What follows belongs to an exercise in optimizing a design on an open flow for small area, a short achievable clock period and few clock cycles per item; a production flow would make more cautious choices.
Only simulation tests tie the RTL to the original design; equivalence was not proved.

$ cat flow/constraint.sdc
create_clock -name core_clock -period 7.0 [get_ports {clk}]
set_input_delay 1.4000 -clock core_clock [delete_from_list [all_inputs] [get_ports {clk}]]
set_output_delay 1.4000 -clock core_clock [all_outputs]
set_load 0.01 [all_outputs]
$ cat flow/design.v
package aes_pkg;
	localparam int KeyWordsMax = 60;
	localparam int KeyWordsIdxW = 6;
	localparam logic [1:0] KEY_SIZE_128 = 2'd0;
	localparam logic [1:0] KEY_SIZE_192 = 2'd1;
	localparam logic [1:0] KEY_SIZE_256 = 2'd2;
	localparam logic [2:0] CFG_KEY_SIZE = 3'd0;
	localparam logic [2:0] CFG_KEY_PART0 = 3'd1;
	localparam logic [2:0] CFG_KEY_PART1 = 3'd2;
	localparam logic [2:0] CFG_KEY_PART2 = 3'd3;
	localparam logic [2:0] CFG_KEY_PART3 = 3'd4;
	function automatic logic [7:0] sbox(input logic [7:0] x);
		logic [7:0] y;
		case (x)
			8'h00: y = 8'h63;
			8'h01: y = 8'h7c;
			8'h02: y = 8'h77;
			8'h03: y = 8'h7b;
			8'h04: y = 8'hf2;
			8'h05: y = 8'h6b;
			8'h06: y = 8'h6f;
			8'h07: y = 8'hc5;
			8'h08: y = 8'h30;
			8'h09: y = 8'h01;
			8'h0a: y = 8'h67;
			8'h0b: y = 8'h2b;
			8'h0c: y = 8'hfe;
			8'h0d: y = 8'hd7;
			8'h0e: y = 8'hab;
			8'h0f: y = 8'h76;
			8'h10: y = 8'hca;
			8'h11: y = 8'h82;
			8'h12: y = 8'hc9;
			8'h13: y = 8'h7d;
			8'h14: y = 8'hfa;
			8'h15: y = 8'h59;
			8'h16: y = 8'h47;
			8'h17: y = 8'hf0;
			8'h18: y = 8'had;
			8'h19: y = 8'hd4;
			8'h1a: y = 8'ha2;
			8'h1b: y = 8'haf;
			8'h1c: y = 8'h9c;
			8'h1d: y = 8'ha4;
			8'h1e: y = 8'h72;
			8'h1f: y = 8'hc0;
			8'h20: y = 8'hb7;
			8'h21: y = 8'hfd;
			8'h22: y = 8'h93;
			8'h23: y = 8'h26;
			8'h24: y = 8'h36;
			8'h25: y = 8'h3f;
			8'h26: y = 8'hf7;
			8'h27: y = 8'hcc;
			8'h28: y = 8'h34;
			8'h29: y = 8'ha5;
			8'h2a: y = 8'he5;
			8'h2b: y = 8'hf1;
			8'h2c: y = 8'h71;
			8'h2d: y = 8'hd8;
			8'h2e: y = 8'h31;
			8'h2f: y = 8'h15;
			8'h30: y = 8'h04;
			8'h31: y = 8'hc7;
			8'h32: y = 8'h23;
			8'h33: y = 8'hc3;
			8'h34: y = 8'h18;
			8'h35: y = 8'h96;
			8'h36: y = 8'h05;
			8'h37: y = 8'h9a;
			8'h38: y = 8'h07;
			8'h39: y = 8'h12;
			8'h3a: y = 8'h80;
			8'h3b: y = 8'he2;
			8'h3c: y = 8'heb;
			8'h3d: y = 8'h27;
			8'h3e: y = 8'hb2;
			8'h3f: y = 8'h75;
			8'h40: y = 8'h09;
			8'h41: y = 8'h83;
			8'h42: y = 8'h2c;
			8'h43: y = 8'h1a;
			8'h44: y = 8'h1b;
			8'h45: y = 8'h6e;
			8'h46: y = 8'h5a;
			8'h47: y = 8'ha0;
			8'h48: y = 8'h52;
			8'h49: y = 8'h3b;
			8'h4a: y = 8'hd6;
			8'h4b: y = 8'hb3;
			8'h4c: y = 8'h29;
			8'h4d: y = 8'he3;
			8'h4e: y = 8'h2f;
			8'h4f: y = 8'h84;
			8'h50: y = 8'h53;
			8'h51: y = 8'hd1;
			8'h52: y = 8'h00;
			8'h53: y = 8'hed;
			8'h54: y = 8'h20;
			8'h55: y = 8'hfc;
			8'h56: y = 8'hb1;
			8'h57: y = 8'h5b;
			8'h58: y = 8'h6a;
			8'h59: y = 8'hcb;
			8'h5a: y = 8'hbe;
			8'h5b: y = 8'h39;
			8'h5c: y = 8'h4a;
			8'h5d: y = 8'h4c;
			8'h5e: y = 8'h58;
			8'h5f: y = 8'hcf;
			8'h60: y = 8'hd0;
			8'h61: y = 8'hef;
			8'h62: y = 8'haa;
			8'h63: y = 8'hfb;
			8'h64: y = 8'h43;
			8'h65: y = 8'h4d;
			8'h66: y = 8'h33;
			8'h67: y = 8'h85;
			8'h68: y = 8'h45;
			8'h69: y = 8'hf9;
			8'h6a: y = 8'h02;
			8'h6b: y = 8'h7f;
			8'h6c: y = 8'h50;
			8'h6d: y = 8'h3c;
			8'h6e: y = 8'h9f;
			8'h6f: y = 8'ha8;
			8'h70: y = 8'h51;
			8'h71: y = 8'ha3;
			8'h72: y = 8'h40;
			8'h73: y = 8'h8f;
			8'h74: y = 8'h92;
			8'h75: y = 8'h9d;
			8'h76: y = 8'h38;
			8'h77: y = 8'hf5;
			8'h78: y = 8'hbc;
			8'h79: y = 8'hb6;
			8'h7a: y = 8'hda;
			8'h7b: y = 8'h21;
			8'h7c: y = 8'h10;
			8'h7d: y = 8'hff;
			8'h7e: y = 8'hf3;
			8'h7f: y = 8'hd2;
			8'h80: y = 8'hcd;
			8'h81: y = 8'h0c;
			8'h82: y = 8'h13;
			8'h83: y = 8'hec;
			8'h84: y = 8'h5f;
			8'h85: y = 8'h97;
			8'h86: y = 8'h44;
			8'h87: y = 8'h17;
			8'h88: y = 8'hc4;
			8'h89: y = 8'ha7;
			8'h8a: y = 8'h7e;
			8'h8b: y = 8'h3d;
			8'h8c: y = 8'h64;
			8'h8d: y = 8'h5d;
			8'h8e: y = 8'h19;
			8'h8f: y = 8'h73;
			8'h90: y = 8'h60;
			8'h91: y = 8'h81;
			8'h92: y = 8'h4f;
			8'h93: y = 8'hdc;
			8'h94: y = 8'h22;
			8'h95: y = 8'h2a;
			8'h96: y = 8'h90;
			8'h97: y = 8'h88;
			8'h98: y = 8'h46;
			8'h99: y = 8'hee;
			8'h9a: y = 8'hb8;
			8'h9b: y = 8'h14;
			8'h9c: y = 8'hde;
			8'h9d: y = 8'h5e;
			8'h9e: y = 8'h0b;
			8'h9f: y = 8'hdb;
			8'ha0: y = 8'he0;
			8'ha1: y = 8'h32;
			8'ha2: y = 8'h3a;
			8'ha3: y = 8'h0a;
			8'ha4: y = 8'h49;
			8'ha5: y = 8'h06;
			8'ha6: y = 8'h24;
			8'ha7: y = 8'h5c;
			8'ha8: y = 8'hc2;
			8'ha9: y = 8'hd3;
			8'haa: y = 8'hac;
			8'hab: y = 8'h62;
			8'hac: y = 8'h91;
			8'had: y = 8'h95;
			8'hae: y = 8'he4;
			8'haf: y = 8'h79;
			8'hb0: y = 8'he7;
			8'hb1: y = 8'hc8;
			8'hb2: y = 8'h37;
			8'hb3: y = 8'h6d;
			8'hb4: y = 8'h8d;
			8'hb5: y = 8'hd5;
			8'hb6: y = 8'h4e;
			8'hb7: y = 8'ha9;
			8'hb8: y = 8'h6c;
			8'hb9: y = 8'h56;
			8'hba: y = 8'hf4;
			8'hbb: y = 8'hea;
			8'hbc: y = 8'h65;
			8'hbd: y = 8'h7a;
			8'hbe: y = 8'hae;
			8'hbf: y = 8'h08;
			8'hc0: y = 8'hba;
			8'hc1: y = 8'h78;
			8'hc2: y = 8'h25;
			8'hc3: y = 8'h2e;
			8'hc4: y = 8'h1c;
			8'hc5: y = 8'ha6;
			8'hc6: y = 8'hb4;
			8'hc7: y = 8'hc6;
			8'hc8: y = 8'he8;
			8'hc9: y = 8'hdd;
			8'hca: y = 8'h74;
			8'hcb: y = 8'h1f;
			8'hcc: y = 8'h4b;
			8'hcd: y = 8'hbd;
			8'hce: y = 8'h8b;
			8'hcf: y = 8'h8a;
			8'hd0: y = 8'h70;
			8'hd1: y = 8'h3e;
			8'hd2: y = 8'hb5;
			8'hd3: y = 8'h66;
			8'hd4: y = 8'h48;
			8'hd5: y = 8'h03;
			8'hd6: y = 8'hf6;
			8'hd7: y = 8'h0e;
			8'hd8: y = 8'h61;
			8'hd9: y = 8'h35;
			8'hda: y = 8'h57;
			8'hdb: y = 8'hb9;
			8'hdc: y = 8'h86;
			8'hdd: y = 8'hc1;
			8'hde: y = 8'h1d;
			8'hdf: y = 8'h9e;
			8'he0: y = 8'he1;
			8'he1: y = 8'hf8;
			8'he2: y = 8'h98;
			8'he3: y = 8'h11;
			8'he4: y = 8'h69;
			8'he5: y = 8'hd9;
			8'he6: y = 8'h8e;
			8'he7: y = 8'h94;
			8'he8: y = 8'h9b;
			8'he9: y = 8'h1e;
			8'hea: y = 8'h87;
			8'heb: y = 8'he9;
			8'hec: y = 8'hce;
			8'hed: y = 8'h55;
			8'hee: y = 8'h28;
			8'hef: y = 8'hdf;
			8'hf0: y = 8'h8c;
			8'hf1: y = 8'ha1;
			8'hf2: y = 8'h89;
			8'hf3: y = 8'h0d;
			8'hf4: y = 8'hbf;
			8'hf5: y = 8'he6;
			8'hf6: y = 8'h42;
			8'hf7: y = 8'h68;
			8'hf8: y = 8'h41;
			8'hf9: y = 8'h99;
			8'hfa: y = 8'h2d;
			8'hfb: y = 8'h0f;
			8'hfc: y = 8'hb0;
			8'hfd: y = 8'h54;
			8'hfe: y = 8'hbb;
			8'hff: y = 8'h16;
			default: y = 8'h00;
		endcase
		sbox = y;
	endfunction
	function automatic logic [31:0] sub_word(input logic [31:0] w);
		sub_word = {sbox(w[31:24]), sbox(w[23:16]), sbox(w[15:8]), sbox(w[7:0])};
	endfunction
	function automatic logic [7:0] xtime(input logic [7:0] x);
		xtime = {x[6:0], 1'b0} ^ (x[7] ? 8'h1b : 8'h00);
	endfunction
	function automatic logic [3:0] key_nk(input logic [1:0] ks);
		logic [3:0] r;
		case (ks)
			2'd0: r = 4'd4;
			2'd1: r = 4'd6;
			default: r = 4'd8;
		endcase
		key_nk = r;
	endfunction
	function automatic logic [3:0] key_nr(input logic [1:0] ks);
		logic [3:0] r;
		case (ks)
			2'd0: r = 4'd10;
			2'd1: r = 4'd12;
			default: r = 4'd14;
		endcase
		key_nr = r;
	endfunction
endpackage
import aes_pkg::*;
module aes_round (
	input  logic [127:0] state_in,
	input  logic [127:0] round_key,
	input  logic         last,
	output logic [127:0] state_out
);
	logic [7:0] s [0:15];
	logic [7:0] t [0:15];
	logic [7:0] m [0:15];
	logic [7:0] a0, a1, a2, a3, all;
	always_comb begin
		for (int i = 0; i < 16; i++) s[i] = state_in[127 - 8*i -: 8];
		for (int c = 0; c < 4; c++)
			for (int r = 0; r < 4; r++)
				t[c*4 + r] = aes_pkg::sbox(s[((c + r) % 4)*4 + r]);
		for (int c = 0; c < 4; c++) begin
			a0 = t[c*4]; a1 = t[c*4+1]; a2 = t[c*4+2]; a3 = t[c*4+3];
			all = a0 ^ a1 ^ a2 ^ a3;
			m[c*4]   = last ? a0 : a0 ^ all ^ aes_pkg::xtime(a0 ^ a1);
			m[c*4+1] = last ? a1 : a1 ^ all ^ aes_pkg::xtime(a1 ^ a2);
			m[c*4+2] = last ? a2 : a2 ^ all ^ aes_pkg::xtime(a2 ^ a3);
			m[c*4+3] = last ? a3 : a3 ^ all ^ aes_pkg::xtime(a3 ^ a0);
		end
		for (int i = 0; i < 16; i++) state_out[127 - 8*i -: 8] = m[i] ^ round_key[127 - 8*i -: 8];
	end
endmodule
import aes_pkg::*;
module aes_key_expand (
	input  logic                                clk,
	input  logic                                arst_n,
	input  logic                                go,
	input  logic [1:0]                          key_size,
	input  logic [255:0]                        key,
	output logic                                done,
	output logic                                wr_en,
	output logic [KeyWordsIdxW-1:0]    wr_addr,
	output logic [31:0]                         wr_data
);
	logic [3:0] g_nk, g_nr;
	logic busy_q;
	logic [KeyWordsIdxW-1:0] idx_q;
	logic [3:0] mod_q;         
	logic [7:0] rcon_q;
	logic [31:0] win_q [0:7];  
	logic [31:0] t, nw, prev, back;
	logic [5:0] total;
	assign g_nk = aes_pkg::key_nk(key_size);
	assign g_nr = aes_pkg::key_nr(key_size);
	assign total = {g_nr, 2'b00} + 6'd4;
	assign prev = win_q[g_nk[3:0] == 4'd4 ? 3 : (g_nk == 4'd6 ? 5 : 7)];
	assign back = win_q[0];
	always_comb begin
		t = prev;
		if (mod_q == 4'd0)
			t = aes_pkg::sub_word({prev[23:0], prev[31:24]}) ^ {rcon_q, 24'h0};
		else if (g_nk == 4'd8 && mod_q == 4'd4)
			t = aes_pkg::sub_word(prev);
		nw = back ^ t;
	end
	assign wr_en = busy_q;
	assign wr_addr = idx_q;
	assign wr_data = (idx_q < {2'b00, g_nk}) ? key[255 - 32*idx_q[2:0] -: 32] : nw;
	assign done = busy_q && ({1'b0, idx_q} == {1'b0, total} - 7'd1);
	always_ff @(posedge clk or negedge arst_n) begin
		if (!arst_n) begin
			busy_q <= 1'b0;
			idx_q <= '0;
			mod_q <= '0;
			rcon_q <= 8'h01;
		end else if (go) begin
			busy_q <= 1'b1;
			idx_q <= '0;
			mod_q <= '0;
			rcon_q <= 8'h01;
		end else if (busy_q) begin
			idx_q <= idx_q + 1'b1;
			if (done) busy_q <= 1'b0;
			if (mod_q == g_nk - 4'd1) begin
				mod_q <= '0;
			end else begin
				mod_q <= mod_q + 4'd1;
			end
			if (idx_q >= {2'b00, g_nk} && mod_q == 4'd0)
				rcon_q <= aes_pkg::xtime(rcon_q);
		end
	end
	always_ff @(posedge clk) begin
		if (busy_q) begin
			for (int i = 0; i < 7; i++) begin
				if (i == g_nk - 1) win_q[i] <= wr_data;
				else win_q[i] <= win_q[i+1];
			end
			if (g_nk == 4'd8) win_q[7] <= wr_data;
		end
	end
endmodule
import aes_pkg::*;
module aes_block_encrypt_unit (
	input  logic        clk,
	input  logic        arst_n,
	input  logic        start,
	output logic        busy,
	input  logic [63:0] plaintext_high,
	input  logic [63:0] plaintext_low,
	output logic        done,
	output logic [63:0] ciphertext_high,
	output logic [63:0] ciphertext_low,
	input  logic        cfg_we,
	input  logic [2:0]  cfg_index,
	input  logic [63:0] cfg_data
);
	localparam logic [2:0] ST_IDLE = 3'd0;
	localparam logic [2:0] ST_KEYS = 3'd1;
	localparam logic [2:0] ST_RD0  = 3'd2;  
	localparam logic [2:0] ST_RUN  = 3'd3;
	logic [2:0] state_q;
	logic [1:0] key_size_q;
	logic [63:0] key_part_q [0:3];
	logic keys_ready_q;
	logic [127:0] pt_q, st_q;
	logic [3:0] rnd_q;
	logic [3:0] g_nk, g_nr;
	logic [127:0] rk_mem [0:14];
	logic [127:0] rk_q;
	logic [3:0] rd_row;
	logic kx_go, kx_done, kx_we;
	logic [KeyWordsIdxW-1:0] kx_addr;
	logic [31:0] kx_data;
	logic [95:0] row_acc_q;
	logic [127:0] rnd_out;
	assign g_nk = aes_pkg::key_nk(key_size_q);
	assign g_nr = aes_pkg::key_nr(key_size_q);
	assign busy = (state_q != ST_IDLE);
	assign kx_go = (state_q == ST_IDLE) && start && !keys_ready_q;
	aes_key_expand u_kx (
		.clk(clk), .arst_n(arst_n), .go(kx_go), .key_size(key_size_q),
		.key({key_part_q[0], key_part_q[1], key_part_q[2], key_part_q[3]}),
		.done(kx_done), .wr_en(kx_we), .wr_addr(kx_addr), .wr_data(kx_data)
	);
	aes_round u_round (
		.state_in(st_q), .round_key(rk_q), .last(rnd_q == g_nr + 4'd1), .state_out(rnd_out)
	);
	always_ff @(posedge clk) begin
		if (kx_we) begin
			case (kx_addr[1:0])
				2'd0: row_acc_q[95:64] <= kx_data;
				2'd1: row_acc_q[63:32] <= kx_data;
				2'd2: row_acc_q[31:0] <= kx_data;
				default: rk_mem[kx_addr[5:2]] <= {row_acc_q, kx_data};
			endcase
		end
	end
	assign rd_row = (state_q == ST_RUN) ? rnd_q : 4'd0;
	always_ff @(posedge clk) rk_q <= rk_mem[rd_row];
	always_ff @(posedge clk or negedge arst_n) begin
		if (!arst_n) begin
			state_q <= ST_IDLE;
			key_size_q <= KEY_SIZE_128;
			for (int i = 0; i < 4; i++) key_part_q[i] <= '0;
			keys_ready_q <= 1'b0;
			rnd_q <= '0;
			done <= 1'b0;
		end else begin
			done <= 1'b0;
			if (cfg_we) begin
				case (cfg_index)
					CFG_KEY_SIZE: begin key_size_q <= cfg_data[1:0]; keys_ready_q <= 1'b0; end
					CFG_KEY_PART0: begin key_part_q[0] <= cfg_data; keys_ready_q <= 1'b0; end
					CFG_KEY_PART1: begin key_part_q[1] <= cfg_data; keys_ready_q <= 1'b0; end
					CFG_KEY_PART2: begin key_part_q[2] <= cfg_data; keys_ready_q <= 1'b0; end
					CFG_KEY_PART3: begin key_part_q[3] <= cfg_data; keys_ready_q <= 1'b0; end
					default: ;
				endcase
			end
			case (state_q)
				ST_IDLE: begin
					if (start) state_q <= keys_ready_q ? ST_RD0 : ST_KEYS;
				end
				ST_KEYS: begin
					if (kx_done) begin
						keys_ready_q <= 1'b1;
						state_q <= ST_RD0;
					end
				end
				ST_RD0: begin
					rnd_q <= 4'd1;
					state_q <= ST_RUN;
				end
				ST_RUN: begin
					if (rnd_q == g_nr + 4'd1) begin
						done <= 1'b1;
						state_q <= ST_IDLE;
					end else begin
						rnd_q <= rnd_q + 4'd1;
					end
				end
				default: state_q <= ST_IDLE;
			endcase
		end
	end
	always_ff @(posedge clk) begin
		if (state_q == ST_IDLE && start) pt_q <= {plaintext_high, plaintext_low};
		if (state_q == ST_RUN) begin
			if (rnd_q == 4'd1) st_q <= pt_q ^ rk_q;
			else st_q <= rnd_out;
		end
	end
	assign ciphertext_high = st_q[127:64];
	assign ciphertext_low = st_q[63:0];
endmodule
$ cat flow/config.mk
export PLATFORM = sky130hd
export DESIGN_NAME = aes_block_encrypt_unit
export DESIGN_NICKNAME = aes_block_encrypt_unit
export VERILOG_FILES = /design/flow/design.v
export SDC_FILE = /design/flow/constraint.sdc
export NUM_CORES = 8
export LEC_CHECK = 0
export CAP_MARGIN = 20
export CORE_MARGIN = 2
export CORE_UTILIZATION = 40
export SLEW_MARGIN = 20
$ cat flow/run.sh
#!/bin/bash
# synth_recipe.tcl (not shown) runs the flow's synth.tcl, then flattens the netlist and writes it again
# the make line also repeats each setting of config.mk as NAME=value (left out here)
make -C /OpenROAD-flow-scripts/flow DESIGN_CONFIG=/design/flow/config.mk WORK_HOME=/design/flow/orfs CLKGATE_MAP_FILE= SYNTH_SCRIPT=/design/flow/synth_recipe.tcl finish
==> qor.yml <==
clocking:
  worst_setup_hold_path_clk_slew_ps: 70
  cts-buffers-inserted: 337
  tritoncts: "built"
  h-tree-depth: 5
  clockRootBuffer: "sky130_fd_sc_hd__clkbuf_16"
  cts_max_path_buffers: 4
  cts_hold_buffers: 0
  post_cts_buffers: 0
  post_cts.resized_instances: 0
  insertion_delay_ps: 1010
  cts.sink_count: 3069
logic_synthesis:
  ys_async_sr_fraction_pct: 9.29
  synth.top_cells.by_area: "sky130_fd_sc_hd__edfxtp_1 (39%), sky130_fd_sc_hd__o21ai_0 (4.6%), sky130_fd_sc_hd__dfrtp_1 (3.7%)"
  synth_cells: 19300
  yosysUniqueCellTypes: 124
  synthesis.nets: 19800
  synthDominantAreaCellType: "sky130_fd_sc_hd__edfxtp_1"
  yosys.area_share.simple_pct: 12.0
  yosys_warnings: 8
  mappedNetlistArea_um2: 192000
  synth_top_family_by_area: "compound AO/OA/AOI/OAI gates"
  seq_area_frac_synth_pct: 45.8
  synth_ff_type: "sky130_fd_sc_hd__edfxtp_1"
  proportion_of_synthesized_area_in_mux_cells_pct: 8.64
  synth_seq_cells: 3069
  yosysTopAreaCellShare_pct: 39.4
  yosys.area_share.xor_xnor_pct: 3.29
  synth_compound_gate_area_share_pct: 23.7
  synthesized_area_per_cell_um2: 9.95
  synth.cells.most_frequent: "sky130_fd_sc_hd__edfxtp_1 (2528), sky130_fd_sc_hd__o21ai_0 (1761), sky130_fd_sc_hd__nand2_1 (1738)"
  post_synth_fa_ha_maj_area_fraction_pct: 1.83
  synth_enable_flop_cells: 2528
  post-synth-top-count-cell: "sky130_fd_sc_hd__edfxtp_1"
detailed_routing:
  first_iteration_detailed_routing_drc_count: 29700
  ant_nets: 0
  first_pass_iters: 12
  post-route-drc-count: 0
  drt-vias-per-instance: 6.97
  vias: 180000
  route.final.wire_length_mm: 916
  drt-wirelength-per-cell_um: 35.4
setup_path:
  timing.critical_path.required_ps: 7930
  cp-startpoint: "key_size_q[1]"
  path_class: "reg -> reg"
  worst-r2r-setup-slack_ps: 350
  worst_r2r_start: "key_size_q[1]"
  endpoint_kind: "register"
  reg2reg_to: "u_round.t[5][2]"
  critical_path_peak_fanout: 31
  worst-r2r-cell-count: 17
  timing.critical_path.arrival_ps: 7580
  critPathLaunchType: "register"
grt:
  grt_max_degree: 119
  grt_first_pass_wirelength_mm: 1290
  first_global_vias: 167000
  antenna_violations_before_repair: 67
  overflow: 0
  grtUsageTotal_pct: 35.8
sta:
  setup-tns-final_ps: 0
  rsz0062_at_grt: "false"
  skew_ps: 88.5
  final_hold_viol_count: 0
  worstMarginPinSlew_ps: 1310
  max_slew_margin_pct: 11.8
  timing.final.crit_share_pct: 95.1
  final-max-slew-violation-count: 0
  fin_crit_ps: 6650
  finalSetupViolCount: 0
  fmaxAchievable_mhz: 150
floorplanning:
  pin_count: 329
  die-area_um2: 487000
  dieHeight_um: 698
  floorplan.initialDensity_pct: 40.2
  num_rows: 254
  core_area_um2: 479000
  fp.dieW_um: 698
finish:
  fillerInstances: 45100
  flow.area_growth_from_synthesis_pct: 12.9
  multi_input_area_um2: 96800
  seq_area_um2: 88200
  final_area_um2: 217000
  final_core_utilization_pct: 45.4
  ratio_of_cells_with_drive_above_1_in_the_final_layout_pct: 14.0
  finalNetCount: 19600
place:
  placedInstanceArea_um2: 206000
  globalplace.congestion: 1.04
  placement.io_buffers: 328
  detailed_place_hpwl_mm: 617
worst_hold_path:
  hp-start: "u_kx.win_q[1][11]"
  min_path_cells: 0
  worst_hold_path.endpoint: "u_kx.win_q[0][11]"
  worst_hold_path_type: "reg -> reg"
flow_run:
  maxCapViolations: 0
outcome:
  status: "no timing/DRC/antenna violations"
state kept, by name, indices dropped and copies added (netlist names), 96 cells and up:
register and flops:
rk_mem 1920, u_round.t 96, pt_q 128, rk_q 128, key_part_q 256, u_kx.win_q 256, st_q 128, row_acc_q 96
layout by cell type, fill, tap and decap left out, types with 86 or more instances in the layout:
cell type                         instances
sky130_fd_sc_hd__o22ai_1                172
sky130_fd_sc_hd__mux4_2                 201
sky130_fd_sc_hd__nor2_1                1362
sky130_fd_sc_hd__xnor3_1                 93
sky130_fd_sc_hd__mux2_2                 555
sky130_fd_sc_hd__nand3_1                645
sky130_fd_sc_hd__nand4_1                 86
sky130_fd_sc_hd__xor2_1                 127
sky130_fd_sc_hd__a31oi_1                357
sky130_fd_sc_hd__a2111oi_0               94
sky130_fd_sc_hd__o31ai_1                118
sky130_fd_sc_hd__nand2b_1               129
sky130_fd_sc_hd__o221ai_1               130
sky130_fd_sc_hd__ha_1                   280
sky130_fd_sc_hd__inv_1                  152
sky130_fd_sc_hd__clkbuf_16              340
sky130_fd_sc_hd__a221oi_1               274
sky130_fd_sc_hd__o311ai_0               236
sky130_fd_sc_hd__mux2i_1                538
sky130_fd_sc_hd__or3_1                  121
sky130_fd_sc_hd__buf_4                  983
sky130_fd_sc_hd__o21ai_0               1732
sky130_fd_sc_hd__nor4_1                  87
sky130_fd_sc_hd__nor3_1                 477
sky130_fd_sc_hd__nand2_1               1732
sky130_fd_sc_hd__dfrtp_1                275
sky130_fd_sc_hd__a211oi_1               406
sky130_fd_sc_hd__a21oi_1               1361
sky130_fd_sc_hd__dfxtp_1                256
sky130_fd_sc_hd__xnor2_1                281
sky130_fd_sc_hd__clkdlybuf4s50_1        327
sky130_fd_sc_hd__o211ai_1               450
sky130_fd_sc_hd__edfxtp_1              2528
sky130_fd_sc_hd__a311oi_1               269
area by class of cell:
| type | instances | area share (%) |
|---|---|---|
| well taps | 6400 | 3.68 |
| multi-input cells | 14100 | 44.5 |
| repair buffers | 1396 | 5.70 |
| flip-flops and latches | 3069 | 40.6 |
| inverters | 198 | 0.350 |
| clock inverters | 170 | 0.890 |
| diodes | 31 | 0.0357 |
| clock buffers | 451 | 4.23 |
logic make-up after synthesis:
| kind of cell | Yosys count |
|---|---|
| xor+xnor | 532 |
| fa+ha+maj | 282 |
| simple gates | 5121 |
| compound gates | 6841 |
| buf+inv | 2165 |
| flops | 3069 |
| mux | 1339 |
through the flow:
stage | std cells | setup slack [ps] | hold slack [ps]
3_5_place_dp | 25200 | 606 | 405
5_1_grt | 25800 | 251 | 411
3_3_place_gp | 25200 | 550 | 401
6_report | 25800 | 346 | 394
4_1_cts | 25800 | 582 | 404
2_1_floorplan | 19300 | -595 | 400
per-layer routing:
layer	GRT usage (%)	vias up	part of all wire (%)
li1	-	74800	-
met3	10.0	2778	12
met1	47.5	89000	39
met5	0	-	0.030
met2	53.1	13200	42
met4	19.1	42	6.7
worst max-delay path, stage by stage (launching register included):
cell and delay, ps:
sky130_fd_sc_hd__dfrtp_4 750, sky130_fd_sc_hd__or4b_2 790, sky130_fd_sc_hd__a31oi_4 450, sky130_fd_sc_hd__buf_4 410, sky130_fd_sc_hd__o21ai_1 140, sky130_fd_sc_hd__a31oi_2 620, sky130_fd_sc_hd__buf_4 250, sky130_fd_sc_hd__xnor2_1 190
sky130_fd_sc_hd__a21o_1 360, sky130_fd_sc_hd__ha_1 490, sky130_fd_sc_hd__buf_4 260, sky130_fd_sc_hd__nor2_1 270, sky130_fd_sc_hd__buf_4 260, sky130_fd_sc_hd__o21ai_0 90, sky130_fd_sc_hd__o311ai_0 160, sky130_fd_sc_hd__o211ai_1 160
sky130_fd_sc_hd__a21oi_1 690, sky130_fd_sc_hd__a311o_1 200
how the worst max path moves through the flow:
stage	to	slack, ps	cells past startpoint
floorplan	rk_mem[6][0]	-600	4
global placement	u_round.t[5][2]	550	15
detailed placement	u_round.t[5][2]	610	15
CTS	u_round.t[5][2]	580	15
global route	u_round.t[5][2]	250	17
finish	u_round.t[5][2]	350	17
Testbench counts, summed over its fixed seeds: cycles 39,872, blocks 2,304.

## afterwards: timing with drivers on the ports
The flow's constraints put no driver on any port. The routed layout listed below was extracted and timed again, unchanged, in two steps.
Step 1: set_driving_cell puts a clkbuf_16 on clk and a buf_2 on each other input, an assumption about the parent block.
Step 2 times the ports against the registers' clock, not the clock port: input delays grow and output delays shrink by t, the midpoint of the rising clock arrivals with the driver on.
Three values: ideal ports, drivers, drivers and shift; two values: the first two.
shift t [ns]: 1.078
slack for setup (ns): 0.346 / 0.346 / 0.346
hold slack, ns: 0.394 / 0.386 / 0.394
worst setup path at the end: register to register
After both steps setup and hold are still met in this run. For this run, drivers alone change the setup slack by 0.000 ns; drivers and shift together by 0.000 ns.
